Source: an optimization exercise on an open RTL-to-GDS flow (aim: small area, a short achievable clock period and few clock cycles per item). Production flows keep margins and buffers that such runs may drop.
At most, simulation tests tie the RTL to the original design; equivalence was not proved.
Power and IR drop assume default switching activity.

==> flow/design.v <==
`default_nettype none
package aes_pkg;
  localparam logic [7:0] RCON_INIT = 8'h01;
  localparam logic [2047:0] SBOX_TBL = {
    128'h637c777bf26b6fc53001672bfed7ab76,
    128'hca82c97dfa5947f0add4a2af9ca472c0,
    128'hb7fd9326363ff7cc34a5e5f171d83115,
    128'h04c723c31896059a071280e2eb27b275,
    128'h09832c1a1b6e5aa0523bd6b329e32f84,
    128'h53d100ed20fcb15b6acbbe394a4c58cf,
    128'hd0efaafb434d338545f9027f503c9fa8,
    128'h51a3408f929d38f5bcb6da2110fff3d2,
    128'hcd0c13ec5f974417c4a77e3d645d1973,
    128'h60814fdc222a908846eeb814de5e0bdb,
    128'he0323a0a4906245cc2d3ac629195e479,
    128'he7c8376d8dd54ea96c56f4ea657aae08,
    128'hba78252e1ca6b4c6e8dd741f4bbd8b8a,
    128'h703eb5664803f60e613557b986c11d9e,
    128'he1f8981169d98e949b1e87e9ce5528df,
    128'h8ca1890dbfe6426841992d0fb054bb16
  };
  typedef enum logic [1:0] {
    IDLE  = 2'd0,
    GEN   = 2'd1,
    DRAIN = 2'd2
  } state_t;
  function automatic logic [7:0] sbox(input logic [7:0] b);
    logic [10:0] idx;
    idx = {~b, 3'b000};
    sbox = SBOX_TBL[idx +: 8];
  endfunction
  function automatic logic [7:0] xtime(input logic [7:0] b);
    xtime = {b[6:0], 1'b0} ^ (b[7] ? 8'h1b : 8'h00);
  endfunction
  function automatic int nr_from_nk(input int nk);
    nr_from_nk = nk + 6;
  endfunction
endpackage
`default_nettype wire
`default_nettype none
module aes_subword
(
  input  logic [31:0] i_word,
  output logic [31:0] o_word
);
  for (genvar b = 0; b < 4; b++) begin : g_byte
    logic [7:0] w_lo, w_hi;
    assign w_lo = aes_pkg::sbox({1'b0, i_word[8*b +: 7]});
    assign w_hi = aes_pkg::sbox({1'b1, i_word[8*b +: 7]});
    assign o_word[8*b +: 8] = i_word[8*b+7] ? w_hi : w_lo;
  end
endmodule
`default_nettype wire
`default_nettype none
module aes_key_expand (
  input  logic         clk,
  input  logic         reset,
  input  logic         start,
  input  logic [255:0] key_in,
  output logic         busy,
  output logic         rk_valid,
  input  logic         rk_ready,
  output logic [3:0]   rk_round,
  output logic [31:0]  k0_out,
  output logic [31:0]  k1_out,
  output logic [31:0]  k2_out,
  output logic [31:0]  k3_out,
  output logic         done
);
  logic [127:0] r_a, r_b;
  logic [3:0]   r_rnd;
  logic         r_busy, r_done;
  logic [31:0]  w_sub, w_temp;
  logic [7:0]   w_rcon;
  logic [31:0]  a0, a1, a2, a3;
  logic         w_adv, w_sel_load, w_sel_adv, w_sel_hold;
  logic [127:0] w_pre, w_base, w_next;
  assign a0 = r_a[127:96];
  assign a1 = r_a[95:64];
  assign a2 = r_a[63:32];
  assign a3 = r_a[31:0];
  aes_subword u_subword (
    .i_word (r_b[31:0]),
    .o_word (w_sub)
  );
  assign w_rcon = r_rnd[0] ? 8'h00 : (8'h01 << r_rnd[3:1]);
  assign w_adv = r_busy && rk_ready;
  assign w_temp = (w_adv && !r_rnd[0]) ? {w_sub[23:0], w_sub[31:24]}
                : (w_adv &&  r_rnd[0]) ? w_sub
                : 32'h0;
  assign w_pre[127:96] = a0 ^ {w_rcon, 24'h0};
  assign w_pre[95:64]  = a0 ^ a1 ^ {w_rcon, 24'h0};
  assign w_pre[63:32]  = a0 ^ a1 ^ a2 ^ {w_rcon, 24'h0};
  assign w_pre[31:0]   = a0 ^ a1 ^ a2 ^ a3 ^ {w_rcon, 24'h0};
  assign w_sel_load = !r_busy;
  assign w_sel_adv  = r_busy && rk_ready;
  assign w_sel_hold = r_busy && !rk_ready;
  assign w_base = ({128{w_sel_load}} & key_in[127:0])
                | ({128{w_sel_adv}}  & w_pre)
                | ({128{w_sel_hold}} & r_b);
  assign w_next = w_base ^ {4{w_temp}};
  always_ff @(posedge clk) begin
    r_a <= ({128{w_sel_load}} & key_in[255:128])
         | ({128{w_sel_adv}}  & r_b)
         | ({128{w_sel_hold}} & r_a);
    r_b <= w_next;
  end
  always_ff @(posedge clk) begin
    if (reset) begin
      r_busy <= 1'b0;
      r_done <= 1'b0;
      r_rnd  <= '0;
    end else begin
      r_done <= 1'b0;
      if (!r_busy) begin
        r_rnd <= '0;
        if (start)
          r_busy <= 1'b1;
      end else if (rk_ready) begin
        r_rnd <= r_rnd + 4'd1;
        if (r_rnd == 4'd14) begin
          r_busy <= 1'b0;
          r_done <= 1'b1;
        end
      end
    end
  end
  assign busy     = r_busy;
  assign rk_valid = r_busy;
  assign rk_round = r_rnd;
  assign k0_out   = a0;
  assign k1_out   = a1;
  assign k2_out   = a2;
  assign k3_out   = a3;
  assign done     = r_done;
endmodule
`default_nettype wire
`default_nettype none
module aes256_key_expand (
  input  logic         clk,
  input  logic         reset,
  input  logic         start,
  input  logic [255:0] key_in,
  output logic         busy,
  output logic         rk_valid,
  input  logic         rk_ready,
  output logic [3:0]   rk_round,
  output logic [31:0]  k0_out,
  output logic [31:0]  k1_out,
  output logic [31:0]  k2_out,
  output logic [31:0]  k3_out,
  output logic         done
);
  aes_key_expand u_core (
    .clk      (clk),
    .reset    (reset),
    .start    (start),
    .key_in   (key_in),
    .busy     (busy),
    .rk_valid (rk_valid),
    .rk_ready (rk_ready),
    .rk_round (rk_round),
    .k0_out   (k0_out),
    .k1_out   (k1_out),
    .k2_out   (k2_out),
    .k3_out   (k3_out),
    .done     (done)
  );
endmodule
`default_nettype wire
==> flow/config.mk <==
export PLATFORM = sky130hd
export DESIGN_NAME = aes256_key_expand
export DESIGN_NICKNAME = aes256_key_expand
export VERILOG_FILES = /design/flow/design.v
export SDC_FILE = /design/flow/constraint.sdc
export NUM_CORES = 4
export LEC_CHECK = 0
export CAP_MARGIN = 20
export CORE_MARGIN = 2
export CORE_UTILIZATION = 40
export PLACE_DENSITY = 0.6
export SETUP_SLACK_MARGIN = 3.5
export SLEW_MARGIN = 20
export TNS_END_PERCENT = 0
==> flow/constraint.sdc <==
create_clock -name core_clock -period 6.0 [get_ports {clk}]
set_input_delay 1.2000 -clock core_clock [delete_from_list [all_inputs] [get_ports {clk}]]
set_output_delay 1.2000 -clock core_clock [all_outputs]
set_load 0.01 [all_outputs]
standard.sh (not shown) runs the stock make flow with config.mk's settings and CLKGATE_MAP_FILE= SYNTH_SCRIPT=/design/flow/synth_recipe.tcl, a recipe that flattens the netlist after the stock synthesis.
==> flow/flow/run.sh <==
#!/bin/bash
# Layout flow: the standard ORFS flow with two changes.
#  - Synthesis runs flow/my_synth.tcl: the standard synthesis script with a
#    different ABC mapping script (flow/my_abc.script) and without Yosys's
#    half/full-adder extraction. The registers come from the same Yosys
#    passes as in the standard synthesis.
#  - Every input and output port still gets its own buffer, but buffer_ports
#    is told to use the plain buf_1 cell instead of the delay cells it picks
#    by itself.
# ORFS writes each step's full log under orfs/logs; make's own output goes to
# flow_orfs.log in this folder.
set -euo pipefail
here=$(pwd)
bash standard.sh \
  SYNTH_SCRIPT="$here/flow/my_synth.tcl" \
  BUFFER_PORTS_ARGS="-buffer_cell sky130_fd_sc_hd__buf_1" \
  finish > "$here/flow_orfs.log" 2>&1
==> flow/flow/my_abc.script <==
strash
dc2
dch
map -D 1200
topo
stime -c
buffer -c
upsize -c
dnsize -c
==> flow/flow/my_synth.tcl <==
set my_abc_script [file join [file dirname [file normalize [info script]]] my_abc.script]
proc synth {args} { yosys synth -nofsm -noshare {*}$args }
proc extract_fa {args} { puts "my_synth: extract_fa skipped" }
proc abc {args} {
  set i [lsearch -exact $args -script]
  if {$i >= 0} { lset args [expr {$i + 1}] $::my_abc_script }
  yosys abc {*}$args
}
source $::env(SCRIPTS_DIR)/synth.tcl
# left out here: clear keep_hierarchy, flatten, clean up, hide names made inside functions, write 1_2_yosys.v
Change:
--- a/flow/design.v
+++ b/flow/design.v
@@ -41,16 +41,13 @@
 module aes_subword
 (
   input  logic [31:0] i_word,
   output logic [31:0] o_word
 );
   for (genvar b = 0; b < 4; b++) begin : g_byte
-    logic [7:0] w_lo, w_hi;
-    assign w_lo = aes_pkg::sbox({1'b0, i_word[8*b +: 7]});
-    assign w_hi = aes_pkg::sbox({1'b1, i_word[8*b +: 7]});
-    assign o_word[8*b +: 8] = i_word[8*b+7] ? w_hi : w_lo;
+    assign o_word[8*b +: 8] = aes_pkg::sbox(i_word[8*b +: 8]);
   end
 endmodule
 `default_nettype wire
 `default_nettype none
 module aes_key_expand (
   input  logic         clk,
=>
- setup slack gets better by 130 ps
- power goes up by about 2.6%
- cell area falls by about 1.1%
- synthesized cell count went up by about 1.2%
- sequential share of layout area rose by 0.16 points
- combinational power rose by about 4.4%
- die area increases by about 1.7%
- global-route usage is lower by 2.5 points
- clock-buffer cell count goes up by 4
- non-clock buffer count goes down by 30
- critical path depth increases by 1
- area after synthesis climbs by 1.7%
- wire length is lower by about 1.4%
- first-iteration DRC count goes up by about 2.3%
Testbench counts after the change, summed over its fixed seeds: cycles 3,072, keys 192.
Only the layout flow was run in the first run of this note; the RTL was not checked for function there.

[port drivers added, routing unchanged]
No port has a modelled driver above. Below, the same layouts with a new extraction and two added sets of constraints.
Step 1 assumes that a clkbuf_16 drives the clock port and a buf_2 every other input.
Step 2 adds t to the input delays and takes it off the output delays; t is the mean of the earliest and latest rising clock arrival at the registers after step 1. Input paths then give back, and output paths get back, about the clock's delay inside the block.
Three values: ideal, step 1, step 2; two values: the first two.
run | t (ns) | slack for setup (ns) | hold WS [ns] | worst register clock-pin slew, ns
the first run | 0.680 | 3.329 / 3.329 / 2.856 | 0.452 / 0.452 / 0.452 | 0.08 / 0.08
the second run | 0.613 | 3.454 / 3.428 / 2.889 | 0.436 / 0.436 / 0.436 | 0.06 / 0.06
After both steps setup and hold are still met in every run listed. For the second run, which loses most, drivers alone change the setup slack by -0.026 ns; drivers and shift together by -0.565 ns.
